Background: an optimization exercise with open tools, aiming at small area, a short achievable clock period and few clock cycles per item. Do not read the settings as production practice.
No functional check of the RTL was part of any run shown here.

==> flow/design.v <==
`default_nettype none
package ex_pkg;
    localparam int unsigned DATA_WIDTH = 32;
    typedef enum logic [4:0] {
        OP_ADD    = 5'd0,
        OP_SUB    = 5'd1,
        OP_SLL    = 5'd2,
        OP_SLT    = 5'd3,
        OP_SLTU   = 5'd4,
        OP_XOR    = 5'd5,
        OP_SRL    = 5'd6,
        OP_SRA    = 5'd7,
        OP_OR     = 5'd8,
        OP_AND    = 5'd9,
        OP_LUI    = 5'd10,
        OP_BEQ    = 5'd11,   
        OP_BNE    = 5'd12,
        OP_BLT    = 5'd13,
        OP_BGE    = 5'd14,
        OP_BLTU   = 5'd15,
        OP_BGEU   = 5'd16,
        OP_JAL    = 5'd17,
        OP_JALR   = 5'd18,
        OP_MUL    = 5'd19,   
        OP_MULH   = 5'd20,
        OP_MULHSU = 5'd21,
        OP_MULHU  = 5'd22,
        OP_DIV    = 5'd23,
        OP_DIVU   = 5'd24,
        OP_REM    = 5'd25,
        OP_REMU   = 5'd26
    } alu_op_e;
    function automatic logic is_muldiv(input logic [4:0] op);
        is_muldiv = (op >= 5'd19) && (op <= 5'd26);
    endfunction
endpackage
`default_nettype wire
`timescale 1ns/10ps
`default_nettype none
module ex_alu (
    input  wire logic [4:0]   op,
    input  wire logic [31:0]  rs1,
    input  wire logic [31:0]  rs2,
    input  wire logic [31:0]  pc,
    input  wire logic [31:0]  imm,
    input  wire logic         a_pc,    
    input  wire logic         b_imm,   
    input  wire logic         sub,     
    input  wire logic         jalr,
    output logic      [31:0]  a,
    output logic      [31:0]  b,
    output logic      [31:0]  result,
    output logic              taken,
    output logic      [31:0]  target
);
    logic [31:0] bx;
    logic [32:0] sum;
    logic [31:0] diff;
    logic        ltu;
    logic        lt;
    logic        eq;
    logic        left;
    logic [31:0] sin;
    logic [31:0] sout;
    logic [32:0] sr;
    logic [31:0] shres;
    logic [31:0] link;
    logic [31:0] tsum;
    assign a  = a_pc ? pc : rs1;
    assign b  = b_imm ? imm : rs2;
    assign bx = b ^ {32{sub}};
    assign sum  = {1'b0, a} + {1'b0, bx} + {32'd0, sub};
    assign diff = sum[31:0];
    assign ltu  = !sum[32];
    assign lt   = (a[31] ^ b[31]) ? a[31] : diff[31];
    assign eq   = (diff == 32'd0);
    assign left = (op == 5'd2);
    always_comb begin
        for (int i = 0; i < 32; i++) sin[i] = left ? a[31-i] : a[i];
    end
    assign sr = $signed({(op == 5'd7) & a[31], sin}) >>> b[4:0];
    always_comb begin
        for (int i = 0; i < 32; i++) sout[i] = left ? sr[31-i] : sr[i];
    end
    assign shres = sout;
    assign link = {pc[31:2] + 30'd1, pc[1:0]};
    assign tsum = (jalr ? rs1 : pc) + imm;
    always_comb begin
        result = '0;
        taken  = 1'b0;
        target = '0;
        case (op)
            5'd0:  result = diff;
            5'd1:  result = diff;
            5'd2:  result = shres;
            5'd3:  result = {31'd0, lt};
            5'd4:  result = {31'd0, ltu};
            5'd5:  result = a ^ b;
            5'd6:  result = shres;
            5'd7:  result = shres;
            5'd8:  result = a | b;
            5'd9:  result = a & b;
            5'd10: result = b;
            5'd11: taken = eq;
            5'd12: taken = !eq;
            5'd13: taken = lt;
            5'd14: taken = !lt;
            5'd15: taken = ltu;
            5'd16: taken = !ltu;
            5'd17: begin
                result = link;
                taken  = 1'b1;
            end
            5'd18: begin
                result = link;
                taken  = 1'b1;
            end
            default: result = '0;
        endcase
        if ((op >= 5'd11) && (op <= 5'd18)) target = {tsum[31:1], tsum[0] & !jalr};
    end
endmodule
`default_nettype wire
`timescale 1ns/10ps
`default_nettype none
module ex_muldiv (
    input  wire logic         clk,
    input  wire logic         rst_n,
    input  wire logic         act,      
    input  wire logic [4:0]   op,
    input  wire logic [31:0]  a,
    input  wire logic [31:0]  b,
    input  wire logic         adv,      
    output logic              fin,
    output logic      [31:0]  result
);
    localparam logic [2:0] S_IDLE = 3'd0;
    localparam logic [2:0] S_MUL  = 3'd1;
    localparam logic [2:0] S_DN   = 3'd2;
    localparam logic [2:0] S_DIT  = 3'd3;
    localparam logic [2:0] S_FIN  = 3'd4;
    logic [2:0]  state;
    logic [4:0]  cnt;
    logic [39:0] r1;      
    logic [39:0] r2;      
    logic [31:0] r3;      
    logic [31:0] r4;      
    logic        bprev;   
    logic        cy;      
    logic is_div, a_signed, b_signed, want_rem, mul_lo;
    assign is_div   = (op >= 5'd23);
    assign a_signed = (op == 5'd20) || (op == 5'd21) || (op == 5'd23) || (op == 5'd25);
    assign b_signed = (op == 5'd20) || (op == 5'd23) || (op == 5'd25);
    assign want_rem = (op == 5'd25) || (op == 5'd26);
    assign mul_lo   = (op == 5'd19);
    logic sa, sb;
    assign sa = a_signed & a[31];
    assign sb = b_signed & b[31];
    function automatic void csa(input logic [47:0] x, input logic [47:0] y, input logic [47:0] z,
                                output logic [47:0] s, output logic [47:0] c);
        s = x ^ y ^ z;
        c = ((x & y) | (x & z) | (y & z)) << 1;
    endfunction
    logic        first;
    logic        last;
    logic [8:0]  bb;
    logic [32:0] aext;
    logic [47:0] row [7];
    logic [3:0]  negd;
    logic [47:0] sA, cA, sB, cB, sC, cC, sD, cD, s5, c5;
    logic [8:0]  low;
    assign first = (state == S_IDLE);
    assign last  = (state == S_MUL) && (cnt[1:0] == 2'd3);
    assign bb    = first ? {b[7:0], 1'b0} : {r4[7:0], bprev};
    assign aext  = {a_signed & a[31], a};
    always_comb begin
        logic        bn, one, two;
        logic [33:0] sel;
        logic [47:0] px;
        for (int j = 0; j < 4; j++) begin
            bn      = bb[2*j+2] & !(bb[2*j+1] & bb[2*j]);
            one     = bb[2*j+1] ^ bb[2*j];
            two     = (bb[2*j+2] & !bb[2*j+1] & !bb[2*j]) | (!bb[2*j+2] & bb[2*j+1] & bb[2*j]);
            sel     = one ? {aext[32], aext} : (two ? {aext, 1'b0} : 34'd0);
            px      = {{14{sel[33] ^ bn}}, sel ^ {34{bn}}};
            negd[j] = bn;
            row[j+2] = px << (2*j);
        end
        row[0] = first ? 48'd0 : {{8{r1[39]}}, r1};
        row[1] = first ? 48'd0 : {{8{r2[39]}}, r2};
        row[3][0] = negd[0];
        row[4][2] = negd[1];
        row[5][4] = negd[2];
        row[6] = ((last && !b_signed && r4[7]) ? ({{15{aext[32]}}, aext} << 8) : 48'd0)
                 | (48'(negd[3]) << 6);
        csa(row[0], row[1], row[6], sA, cA);
        csa(row[2], row[3], row[4], sB, cB);
        csa(sA, cA, row[5], sC, cC);
        csa(sC, cC, sB, sD, cD);
        csa(sD, cD, cB, s5, c5);
    end
    assign low = {1'b0, s5[7:0]} + {1'b0, c5[7:0]} + {8'd0, cy & !first};
    logic [31:0] ma, mb;
    logic [5:0]  lza, lzb;
    logic        bz;
    logic [32:0] ddiff;
    assign ma = sa ? -a : a;
    assign mb = sb ? -b : b;
    assign bz = (b == 32'd0);
    function automatic logic [5:0] clz32(input logic [31:0] v);
        clz32 = 6'd32;
        for (int i = 0; i < 32; i++) if (v[i]) clz32 = 6'(31 - i);
    endfunction
    assign lza   = clz32(ma);
    assign lzb   = clz32(mb);
    assign ddiff = {1'b0, r1[31:0]} - {1'b0, r2[31:0]};
    logic [31:0] fx, fy, fsum, dres;
    logic        fneg;
    assign dres = want_rem ? r1[31:0] : r3;
    assign fneg = want_rem ? sa : (sa ^ sb);
    assign fx   = is_div ? 32'd0 : r1[31:0];
    assign fy   = is_div ? (dres ^ {32{fneg}}) : r2[31:0];
    assign fsum = fx + fy + {31'd0, is_div ? fneg : cy};
    assign fin    = (state == S_FIN);
    assign result = is_div ? ((bz && !want_rem) ? 32'hffff_ffff : fsum) : (mul_lo ? r3 : fsum);
    always_ff @(posedge clk) begin
        if (!rst_n) begin
            state <= S_IDLE;
        end else begin
            case (state)
                S_IDLE: if (act) state <= is_div ? ((bz || (lza > lzb)) ? S_FIN : S_DN) : S_MUL;
                S_MUL:  if (cnt[1:0] == 2'd3) state <= S_FIN;
                S_DN:   state <= S_DIT;
                S_DIT:  if (cnt == 5'd0) state <= S_FIN;
                default: if (adv) state <= S_IDLE;
            endcase
        end
    end
    always_ff @(posedge clk) begin
        if ((first && act && !is_div) || (state == S_MUL)) begin
            cnt   <= first ? 5'd1 : cnt + 5'd1;
            r1    <= s5[47:8];
            r2    <= c5[47:8];
            r3    <= {low[7:0], r3[31:8]};
            cy    <= low[8];
            r4    <= (first ? b : r4) >> 8;
            bprev <= bb[8];
        end else if (first && act) begin
            cnt <= 5'(lzb - lza);
            r1  <= {8'd0, ma};
            r2  <= {8'd0, mb};
            r3  <= '0;
        end else if (state == S_DN) begin
            r2 <= {8'd0, r2[31:0] << cnt};
        end else if (state == S_DIT) begin
            cnt <= cnt - 5'd1;
            if (!ddiff[32]) r1 <= {8'd0, ddiff[31:0]};
            r3 <= {r3[30:0], !ddiff[32]};
            r2 <= {9'd0, r2[31:1]};
        end
    end
endmodule
`default_nettype wire
`timescale 1ns/10ps
`default_nettype none
module ex_top #(
    parameter int LANES = 1
) (
    input  wire logic                           clk,
    input  wire logic                           rst_n,
    input  wire logic                           in_valid,
    output logic                                in_ready,
    input  wire logic [4:0]                     op,   
    input  wire logic [ex_pkg::DATA_WIDTH-1:0]  rs1_data,
    input  wire logic [ex_pkg::DATA_WIDTH-1:0]  rs2_data,
    input  wire logic [ex_pkg::DATA_WIDTH-1:0]  pc,
    input  wire logic [ex_pkg::DATA_WIDTH-1:0]  imm,
    input  wire logic                           sel_pc,
    input  wire logic                           sel_imm,
    output logic                                out_valid,
    input  wire logic                           out_ready,
    output logic      [ex_pkg::DATA_WIDTH-1:0]  result,
    output logic                                branch_taken,
    output logic      [ex_pkg::DATA_WIDTH-1:0]  branch_target
);
    logic        x_valid;
    logic [4:0]  x_op;
    logic [31:0] x_rs1, x_rs2, x_pc, x_imm;
    logic        x_apc, x_bimm, x_sub, x_jalr;
    logic        x_ism;
    logic        x_done;
    logic        x_adv;
    logic        br_in;
    assign br_in = (op >= 5'd11) && (op <= 5'd16);
    always_ff @(posedge clk) begin
        if (in_ready) begin
            x_op   <= op;
            x_rs1  <= rs1_data;
            x_rs2  <= rs2_data;
            x_pc   <= pc;
            x_imm  <= imm;
            x_apc  <= sel_pc & !br_in;
            x_bimm <= sel_imm & !br_in;
            x_sub  <= (op == 5'd1) || (op == 5'd3) || (op == 5'd4) || br_in;
            x_jalr <= (op == 5'd18);
        end
    end
    always_ff @(posedge clk) begin
        if (!rst_n) x_valid <= 1'b0;
        else if (in_ready) x_valid <= in_valid;
    end
    logic [31:0] a, b;
    logic [31:0] alu_result, alu_target;
    logic        alu_taken;
    logic        m_fin;
    logic [31:0] m_result;
    ex_alu u_alu (
        .op     (x_op),
        .rs1    (x_rs1),
        .rs2    (x_rs2),
        .pc     (x_pc),
        .imm    (x_imm),
        .a_pc   (x_apc),
        .b_imm  (x_bimm),
        .sub    (x_sub),
        .jalr   (x_jalr),
        .a      (a),
        .b      (b),
        .result (alu_result),
        .taken  (alu_taken),
        .target (alu_target)
    );
    assign x_ism = (x_op >= 5'd19);
    ex_muldiv u_md (
        .clk    (clk),
        .rst_n  (rst_n),
        .act    (x_valid && x_ism),
        .op     (x_op),
        .a      (a),
        .b      (b),
        .adv    (x_adv),
        .fin    (m_fin),
        .result (m_result)
    );
    logic        o_valid, s_valid;
    logic [64:0] o_data, s_data, x_data;
    assign x_done   = !x_ism || m_fin;
    assign x_adv    = x_valid && x_done && !s_valid;
    assign in_ready = !x_valid || (x_done && !s_valid);
    assign x_data   = x_ism ? {m_result, 1'b0, 32'd0} : {alu_result, alu_taken, alu_target};
    always_ff @(posedge clk) begin
        if (!rst_n) begin
            o_valid <= 1'b0;
            s_valid <= 1'b0;
        end else begin
            if (!o_valid || out_ready) begin
                o_valid <= s_valid || x_adv;
                s_valid <= 1'b0;
            end else if (x_adv) begin
                s_valid <= 1'b1;
            end
        end
    end
    always_ff @(posedge clk) begin
        if (!o_valid || out_ready) begin
            o_data <= s_valid ? s_data : x_data;
        end
        if (o_valid && !out_ready && x_adv) begin
            s_data <= x_data;
        end
    end
    assign out_valid     = o_valid;
    assign result        = o_data[64:33];
    assign branch_taken  = o_data[32];
    assign branch_target = o_data[31:0];
endmodule
`default_nettype wire
==> flow/run.sh <==
#!/bin/bash
# synth_recipe.tcl (not shown) runs the flow's synth.tcl, then flattens the netlist and writes it again
# the make line also repeats each setting of config.mk as NAME=value (left out here)
make -C /OpenROAD-flow-scripts/flow DESIGN_CONFIG=/design/flow/config.mk WORK_HOME=/design/flow/orfs CLKGATE_MAP_FILE= SYNTH_SCRIPT=/design/flow/synth_recipe.tcl finish
==> flow/config.mk <==
export PLATFORM = sky130hd
export DESIGN_NAME = ex_top
export DESIGN_NICKNAME = ex_top
export VERILOG_FILES = /design/flow/design.v
export SDC_FILE = /design/flow/constraint.sdc
export NUM_CORES = 4
export LEC_CHECK = 0
export CAP_MARGIN = 20
export CORE_MARGIN = 2
export CORE_UTILIZATION = 40
export PLACE_DENSITY = 0.6
export SLEW_MARGIN = 20
==> flow/constraint.sdc <==
create_clock -name core_clock -period 12.0 [get_ports {clk}]
set_input_delay 2.4000 -clock core_clock [delete_from_list [all_inputs] [get_ports {clk}]]
set_output_delay 2.4000 -clock core_clock [all_outputs]
set_load 0.01 [all_outputs]
==> results of run 1 <==
==> per-stage QoR <==
stage                     worst slack, ps  instance area (um^2)  hold WS, ps  instances   util
final                                4200                 48900          529       6378  0.456
after global routing                 3770                 48900          552       6376  0.456
after CTS                            4330                 48900          524       6376  0.456
after detailed placement             4390                 47300          508       6285  0.441
after global placement               4480                 47300          506       6284  0.440
after floorplan                      2110                 43400          496       4840      -
==> sequential cells by signal, indices dropped and copies added (netlist names), 3 cells and up <==
register	count
u_md.r3	32
u_md.state	3
x_pc	32
o_data	65
u_md.r4	24
x_op	5
u_md.cnt	5
u_md.r1	36
x_imm	32
x_rs2	32
x_rs1	32
s_data	65
u_md.r2	37
==> final cells by class <==
class	count	area, um^2
inverters	346	1300
clock inverters	37	382
repair buffers	349	3130
well taps	1403	1760
flip-flops and latches	409	12200
diodes	2	5.00
fillers	10400	58400
clock buffers	54	1270
multi-input cells	3778	28900
==> worst max-delay path, cell delays in order, from the launching register on <==
cell and delay (ps):
edfxtp_1 320, buf_4 610, mux2i_4 900, ha_1 420, or4b_2 630, a222oi_1 730, and2_1 380, and2_2 280
nand2_2 100, nor2_2 180, nor2_1 70, xnor2_1 300, nand2_1 90, o311ai_1 340, a21oi_1 170, o311ai_1 300
ha_1 190, nor2b_1 40, o21a_1 160, o21a_1 160, o21ai_0 140, nand2b_1 70, a21oi_1 170, o21ai_0 360
o31ai_1 350, a32oi_1 130, nor2b_1 110
==> kinds of logic after synthesis <==
kind of cell | synth area share
adder cells (fa/ha/maj) | 0.156
XOR/XNOR | 0.0795
AND/OR/NAND/NOR | 0.137
AO/OA/AOI/OAI | 0.202
flip-flops | 0.282
multiplexers | 0.0855
buffers and inverters | 0.0579
==> worst max path at each step <==
stage	start	end	slack, ps	cells past startpoint
final	x_apc	u_md.state[1]	4200	26
after global routing	x_apc	u_md.state[1]	3770	26
after CTS	x_apc	u_md.state[1]	4330	26
after detailed placement	x_apc	u_md.state[1]	4390	26
after global placement	x_apc	u_md.state[1]	4480	26
after floorplan	x_op[0]	in_ready	2110	6
==> placed cells by master, fill, tap and decap left out, drive strengths merged, types with 45 or more instances in the layout <==
cell type and n:
a21oi 314, o21ai 471, buf 144, a211oi 58
nand3 88, clkdlybuf4s50 205, ha 232, o211ai 45
nor3 108, edfxtp 403, mux2i 163, xor2 167
fa 194, a21o 83, clkbuf 54, xnor2 226
a31oi 52, mux2 115, nor2 384, and2 100
nand2 344, inv 338
==> per-layer routing <==
layer  vias to the layer above  wire, um
li1                      17700         -
met1                     19600     79500
met2                      2427     87000
met3                       581     21500
met4                        12     15300
met5                         -        79
==> flow_metrics.tcl, run 1 <==
set metrics [dict create \
    final.setup_skew_ps 34.1 \
    postCtsResizedCells 0 \
    end_kind "register" \
    grt_setup_unrepaired "false" \
    crit_type "register to register" \
    use_met3 0.0938 \
    postRouteAntennaNets 0 \
    floorplan.die_area_um2 111000 \
    slew_headroom 0.191 \
    synth_top_area_frac 0.279 \
    io_buffer_count 205 \
    r2r_start "x_apc" \
    syn2layout_area_growth_pct 12.8 \
    grt_pass1_vias 38700 \
    gp_congestion 1.04 \
    coreArea_um2 107000 \
    tightest_slew_ps 1210 \
    reg2reg_to "u_md.state[1]" \
    clock_path_buffers 3 \
    grt-ovfl-total 0 \
    gr-usage-met2 0.542 \
    rr_worst_depth 26 \
    synth_area_leader_cell "edfxtp_1" \
    avgSynthCellArea_um2 8.96 \
    fmaxAchievable_mhz 128 \
    nNetsFinal 5498 \
    run_status "no timing/DRC/antenna violations" \
    cap_violations 0 \
    critPathMaxFanout 48 \
    start_util 0.404 \
    drv_slew 0 \
    clkSlewWorstSetupHoldPaths_ps 70 \
    worstPathArrival_ps 8390 \
    cts_tree "done" \
    synth_edf_count 403 \
    groute.usage.overall 0.359 \
    route.vias.total 40300 \
    post-dp-hpwl_um 158000 \
    drt_iter0_markers 5343 \
    required_ps 12590 \
    synthArstFlopShare 0 \
    period_needed_ps 7800 \
    cts_setup_buffers 0 \
    setup_viol 0 \
    h-tree-depth 2 \
    die_x_um 333 \
    ys_warn_count 4 \
    drc_errors 0 \
    hp-start "u_md.r4[15]" \
    firstDrtPassIters 9 \
    synth_cell_types 100 \
    synthFlopType "edfxtp_1" \
    yosysMostFrequentCell "o21ai_0" \
    die_h_um 333 \
    tns_ps 0 \
    synth_cells 4840 \
    period_share 0.650 \
    holdCritPathClass "register to register" \
    syn-num-nets 5405 \
    grt_max_degree 84 \
    ys_seq_area_frac 0.282 \
    met1_usage 0.461 \
    clkSinkCount 409 \
    synth_area_leaders "edfxtp_1 (28%), fa_1 (9.0%), ha_1 (6.7%)" \
    numCtsBuffers 49 \
    grt_pass1_wl_um 288000 \
    ys_ff_latch 409 \
    hold_depth 2 \
    layout-drive-gt1-share 0.0933 \
    start_kind "register" \
    placementRows 120 \
    ios 206 \
    antenna_found_initial 14 \
    r2r_slack_ps 4200 \
    final_hold_viol_count 0 \
    cts_hold_buf 0 \
    drt-total-wl_um 203000 \
    synthTopCellsByCount "o21ai_0 (469), edfxtp_1 (403), nor2_1 (383), nand2_1 (343), inv_1 (327)" \
    clock-root-buffer "clkbuf_16" \
    clk_latency_ps 660 \
    netlist_area_um2 43400 \
    wl_per_cell_um 31.9 \
    min_to "u_md.r4[7]" \
    busiest_layer "met2" \
    drt-vias-per-instance 6.32 \
]
==> run 2, diff against run 1 <==
--- a/flow/design.v
+++ b/flow/design.v
@@ -132,6 +132,12 @@
     input  wire logic [31:0]  b,
     input  wire logic         adv,      
+    input  wire logic         hold,     
+    input  wire logic         park,     
+    input  wire logic [64:0]  pdata,
+    output logic      [64:0]  pout,
     output logic              fin,
-    output logic      [31:0]  result
+    output logic      [31:0]  result,
+    output logic              b_wr,     
+    output logic      [31:0]  b_nxt
 );
     localparam logic [2:0] S_IDLE = 3'd0;
@@ -144,6 +150,6 @@
     logic [39:0] r1;      
     logic [39:0] r2;      
-    logic [31:0] r3;      
-    logic [31:0] r4;      
+    logic        sbq;     
+    logic        bzq;     
     logic        bprev;   
     logic        cy;      
@@ -172,5 +178,5 @@
     assign first = (state == S_IDLE);
     assign last  = (state == S_MUL) && (cnt[1:0] == 2'd3);
-    assign bb    = first ? {b[7:0], 1'b0} : {r4[7:0], bprev};
+    assign bb    = {b[7:0], bprev & !first};
     assign aext  = {a_signed & a[31], a};
     always_comb begin
@@ -192,5 +198,5 @@
         row[4][2] = negd[1];
         row[5][4] = negd[2];
-        row[6] = ((last && !b_signed && r4[7]) ? ({{15{aext[32]}}, aext} << 8) : 48'd0)
+        row[6] = ((last && !b_signed && b[7]) ? ({{15{aext[32]}}, aext} << 8) : 48'd0)
                  | (48'(negd[3]) << 6);
         csa(row[0], row[1], row[6], sA, cA);
@@ -217,11 +223,16 @@
     logic [31:0] fx, fy, fsum, dres;
     logic        fneg;
-    assign dres = want_rem ? r1[31:0] : r3;
-    assign fneg = want_rem ? sa : (sa ^ sb);
+    assign dres = want_rem ? r1[31:0] : b;
+    assign fneg = want_rem ? sa : (sa ^ sbq);
     assign fx   = is_div ? 32'd0 : r1[31:0];
     assign fy   = is_div ? (dres ^ {32{fneg}}) : r2[31:0];
     assign fsum = fx + fy + {31'd0, is_div ? fneg : cy};
     assign fin    = (state == S_FIN);
-    assign result = is_div ? ((bz && !want_rem) ? 32'hffff_ffff : fsum) : (mul_lo ? r3 : fsum);
+    assign result = is_div ? ((bzq && !want_rem) ? 32'hffff_ffff : fsum) : (mul_lo ? b : fsum);
+    assign pout = {r1[32:0], r2[31:0]};
+    logic mstep;
+    assign mstep = (first && act && !hold && !is_div) || (state == S_MUL);
+    assign b_wr  = mstep || (first && act && !hold) || (state == S_DIT);
+    assign b_nxt = mstep ? {low[7:0], b[31:8]} : ((state == S_DIT) ? {b[30:0], !ddiff[32]} : 32'd0);
     always_ff @(posedge clk) begin
         if (!rst_n) begin
@@ -229,5 +240,5 @@
         end else begin
             case (state)
-                S_IDLE: if (act) state <= is_div ? ((bz || (lza > lzb)) ? S_FIN : S_DN) : S_MUL;
+                S_IDLE: if (act && !hold) state <= is_div ? ((bz || (lza > lzb)) ? S_FIN : S_DN) : S_MUL;
                 S_MUL:  if (cnt[1:0] == 2'd3) state <= S_FIN;
                 S_DN:   state <= S_DIT;
@@ -238,17 +249,19 @@
     end
     always_ff @(posedge clk) begin
-        if ((first && act && !is_div) || (state == S_MUL)) begin
+        if (park) begin
+            r1 <= {7'd0, pdata[64:32]};
+            r2 <= {8'd0, pdata[31:0]};
+        end else if (mstep) begin
             cnt   <= first ? 5'd1 : cnt + 5'd1;
             r1    <= s5[47:8];
             r2    <= c5[47:8];
-            r3    <= {low[7:0], r3[31:8]};
             cy    <= low[8];
-            r4    <= (first ? b : r4) >> 8;
             bprev <= bb[8];
-        end else if (first && act) begin
+        end else if (first && act && !hold) begin
             cnt <= 5'(lzb - lza);
             r1  <= {8'd0, ma};
             r2  <= {8'd0, mb};
-            r3  <= '0;
+            sbq <= sb;
+            bzq <= bz;
         end else if (state == S_DN) begin
             r2 <= {8'd0, r2[31:0] << cnt};
@@ -256,5 +269,4 @@
             cnt <= cnt - 5'd1;
             if (!ddiff[32]) r1 <= {8'd0, ddiff[31:0]};
-            r3 <= {r3[30:0], !ddiff[32]};
             r2 <= {9'd0, r2[31:1]};
         end
@@ -297,7 +309,5 @@
             x_op   <= op;
             x_rs1  <= rs1_data;
-            x_rs2  <= rs2_data;
             x_pc   <= pc;
-            x_imm  <= imm;
             x_apc  <= sel_pc & !br_in;
             x_bimm <= sel_imm & !br_in;
@@ -307,4 +317,13 @@
     end
     always_ff @(posedge clk) begin
+        if (in_ready) begin
+            x_rs2 <= rs2_data;
+            x_imm <= imm;
+        end else if (m_bwr) begin
+            if (x_bimm) x_imm <= m_bnxt;
+            else x_rs2 <= m_bnxt;
+        end
+    end
+    always_ff @(posedge clk) begin
         if (!rst_n) x_valid <= 1'b0;
         else if (in_ready) x_valid <= in_valid;
@@ -315,4 +334,10 @@
     logic        m_fin;
     logic [31:0] m_result;
+    logic        m_bwr;
+    logic [31:0] m_bnxt;
+    logic        o_valid, s_valid;
+    logic [64:0] o_data, x_data;
+    logic        park;
+    logic [64:0] m_pout;
     ex_alu u_alu (
         .op     (x_op),
@@ -340,10 +365,15 @@
         .b      (b),
         .adv    (x_adv),
+        .hold   (s_valid),
+        .park   (park),
+        .pdata  (x_data),
+        .pout   (m_pout),
         .fin    (m_fin),
-        .result (m_result)
+        .result (m_result),
+        .b_wr   (m_bwr),
+        .b_nxt  (m_bnxt)
     );
-    logic        o_valid, s_valid;
-    logic [64:0] o_data, s_data, x_data;
     assign x_done   = !x_ism || m_fin;
+    assign park     = o_valid && !out_ready && x_adv;
     assign x_adv    = x_valid && x_done && !s_valid;
     assign in_ready = !x_valid || (x_done && !s_valid);
@@ -364,8 +394,5 @@
     always_ff @(posedge clk) begin
         if (!o_valid || out_ready) begin
-            o_data <= s_valid ? s_data : x_data;
-        end
-        if (o_valid && !out_ready && x_adv) begin
-            s_data <= x_data;
+            o_data <= s_valid ? m_pout : x_data;
         end
     end
--- a/flow/config.mk
+++ b/flow/config.mk
@@ -10,3 +10,4 @@
 export CORE_UTILIZATION = 40
 export PLACE_DENSITY = 0.6
+export SETUP_SLACK_MARGIN = 5
 export SLEW_MARGIN = 20
==> run 2 against run 1 <==
Via count up 8.0%. Routed wire length up 20%. First-iteration DRC count up 29%. Hold slack worse by 80 ps. Critical path type unchanged.
==> flow_metrics.tcl, run 2 <==
set metrics [dict create \
    run_status "no timing/DRC/antenna violations" \
    synth_area_leader_cell "edfxtp_1" \
    tns_ps 0 \
    drt-vias-per-instance 6.72 \
    antenna_found_initial 24 \
    clock-root-buffer "clkbuf_16" \
    firstDrtPassIters 9 \
    layout-drive-gt1-share 0.0930 \
    final.setup_skew_ps 64.8 \
    groute.usage.overall 0.449 \
    cap_violations 0 \
    die_x_um 324 \
    cts_hold_buf 0 \
    numCtsBuffers 41 \
    ys_ff_latch 290 \
    synthAdderAreaFrac 0.166 \
    synth_cell_types 99 \
    required_ps 12370 \
    grt_pass1_wl_um 331000 \
    clk_latency_ps 660 \
    crit_chain "clkbuf_8 > mux2_2 > o211ai_1 > buf_6 > xnor2_2 > buf_12 > xnor2_1 > nor2_1 > a21oi_1 > fa_2 > nand2b_1 > a21oi_1 > o41ai_1 > buf_4 > o2111a_1 > o31a_1 > o21ai_1 > a31oi_1 > o311a_1 > mux2_2 > or4_1 > o311a_1" \
    grt-ovfl-total 0 \
    largest_reg_flops 65 \
    drv_slew 0 \
    clkSlewWorstSetupHoldPaths_ps 60 \
    post-dp-hpwl_um 189000 \
    r2r_slack_ps 5210 \
    synthFlopType "edfxtp_1" \
    cts_tree "done" \
    clock_path_buffers 3 \
    grt_setup_unrepaired "false" \
    placementRows 117 \
    wl_per_cell_um 37.7 \
    end_kind "register" \
    crit_type "register to register" \
    critPathMaxFanout 40 \
    postRouteAntennaNets 0 \
    ys_seq_area_frac 0.209 \
    h-tree-depth 2 \
    slowest_delay_ps 660 \
    setup_viol 0 \
    syn-num-nets 5534 \
    avgSynthCellArea_um2 8.27 \
    tightest_slew_ps 1190 \
    period_share 0.566 \
    drt_iter0_markers 6910 \
    period_needed_ps 6790 \
    start_kind "register" \
    nNetsFinal 5632 \
    critPathSlowestCell "a31oi_1" \
    synth_top_family_by_area "compound AO/OA/AOI/OAI gates" \
    synth_area_leaders "edfxtp_1 (20%), fa_1 (9.5%), ha_1 (7.2%)" \
    clkSinkCount 290 \
    largestRegisters "o_data: 65 flops, u_md.r2: 37 flops, u_md.r1: 36 flops" \
    final_hold_viol_count 0 \
    pre_cts_ws_ps 4390 \
    layout_setup_ws_ps 5210 \
    hold_slack_ps 449 \
    grt_max_degree 81 \
    final_common_cell "o21ai_0" \
    drt-total-wl_um 244000 \
    slew_headroom 0.203 \
    yosysMostFrequentCell "o21ai_0" \
    synth_compound_area_frac 0.260 \
    rr_worst_depth 22 \
    ys_warn_count 4 \
    place_area_um2 45100 \
    fmaxAchievable_mhz 147 \
    r2r_start "x_apc" \
    drc_errors 0 \
    fin_area_um2 46800 \
    floorplan.die_area_um2 105000 \
    synthTopCellsByCount "o21ai_0 (533), nor2_1 (369), inv_1 (361), nand2_1 (360), a21oi_1 (324)" \
    synth_cells 4965 \
    holdCritPathClass "register to register" \
    ios 206 \
    synth-simple-area-share 0.142 \
    synth_xor_xnor_area_share 0.0831 \
    die_h_um 324 \
    grt_pass1_vias 40200 \
    hold_depth 2 \
    regMostFlops "o_data" \
    hp-start "u_md.r2[38]" \
    synth_edf_count 276 \
    reg2reg_to "o_data[64]" \
    gp_congestion 1.07 \
    io_buffer_count 205 \
    synthArstFlopShare 0 \
    worstPathArrival_ps 7160 \
    route.vias.total 43500 \
    final_cell_mix "o21ai_0 (530), nor2_1 (362), nand2_1 (358), inv_1 (357), a21oi_1 (320)" \
    netlist_area_um2 41100 \
    fillCellCount 10200 \
    coreArea_um2 102000 \
    syn2layout_area_growth_pct 13.9 \
    min_to "u_md.r2[38]" \
    synth_mux_area_frac 0.0734 \
    start_util 0.403 \
    synth_top_area_frac 0.202 \
]
[run 2: cells by family (layout without fill, tap and decap cells)]
logic type,after synthesis,in the layout
and+or+nand+nor,1239,1240
AOI/OAI and AO/OA,1657,1657
buffers and inverters,716,845
adders and majority gates,430,430
DFF,290,290
other,0,12
xor gates and xnor gates,390,390
muxes,243,243
[run 2: timing repair]
item | 4_1_cts | 5_1_grt
resized for setup | 9 | 13
pin swaps | 0 | 2
gates cloned | 0 | 1
endpoints found under the setup margin | 13 | 32
setup buffers | 0 | 9
[run 2: final cells by class]
class | instances | area [um^2] | area share
Timing Repair Buffer | 392 | 3510 | 0.0750
Antenna cell | 12 | 30.0 | 0.000642
Sequential cell | 290 | 8570 | 0.183
Clock inverter | 26 | 374 | 0.00799
Inverter | 378 | 1420 | 0.0304
Multi-Input combinational cell | 3960 | 30100 | 0.643
Tap cell | 1368 | 1710 | 0.0366
Clock buffer | 49 | 1080 | 0.0230
[run 2: per-layer routing]
| layer | GRT usage | share of wire | up-vias |
|---|---|---|---|
| li1 | - | - | 18200 |
| met1 | 0.593 | 0.39 | 21300 |
| met2 | 0.616 | 0.39 | 3298 |
| met3 | 0.147 | 0.13 | 696 |
| met4 | 0.307 | 0.083 | 12 |
| met5 | 0 | 0.00034 | - |
[run 2: how the worst max path moves through the flow]
stage / start / end / slack (ps) / cells after the start
final: x_apc / o_data[64] / 5210 / 22
after global routing: x_bimm / o_data[32] / 5020 / 18
after CTS: x_op[2] / o_data[64] / 5020 / 22
after detailed placement: x_apc / u_md.r1[15] / 4390 / 22
after global placement: x_apc / u_md.r1[15] / 4050 / 22
after floorplan: x_bimm / u_md.state[2] / 5500 / 25
[run 2: stage by stage]
stage / utilization / cells
2_1_floorplan: - / 4965
3_3_place_gp: 0.442 / 6376
5_1_grt: 0.459 / 6466
4_1_cts: 0.457 / 6451
3_5_place_dp: 0.443 / 6376
6_report: 0.459 / 6475
[run 2: worst max-delay path, delay by kind of cell (launching register included)]
kind,cells,cell delay [ps]
fa+ha+maj,1,370
simple gates,3,730
mux,2,960
flops,1,340
compound gates,10,2510
xor+xnor,2,340
buf+inv,4,1270

[static timing again, ports no longer ideal]
Ports are ideal in the flow. The routed layouts listed here were re-timed in OpenROAD.
Step 1, drivers: a clkbuf_16 drives clk and a buf_2 each remaining input, both assumed.
Step 2 times the ports against the registers' clock, not the clock port: input delays grow and output delays shrink by t, the midpoint of the rising clock arrivals with the driver on.
Slacks: ideal / step 1 / step 2; pairs: ideal / step 1.
run	shift t [ns]	slack for setup (ns)	worst hold slack (ns)	clock arrival spread, ns	pins driven straight from the clock port
run 1	0.724	4.200 / 4.200 / 4.200	0.529 / 0.529 / 0.529	0.035 / 0.035	1
run 2	0.701	5.208 / 5.208 / 5.208	0.449 / 0.449 / 0.449	0.064 / 0.065	1
After both steps setup and hold are still met in every run listed.
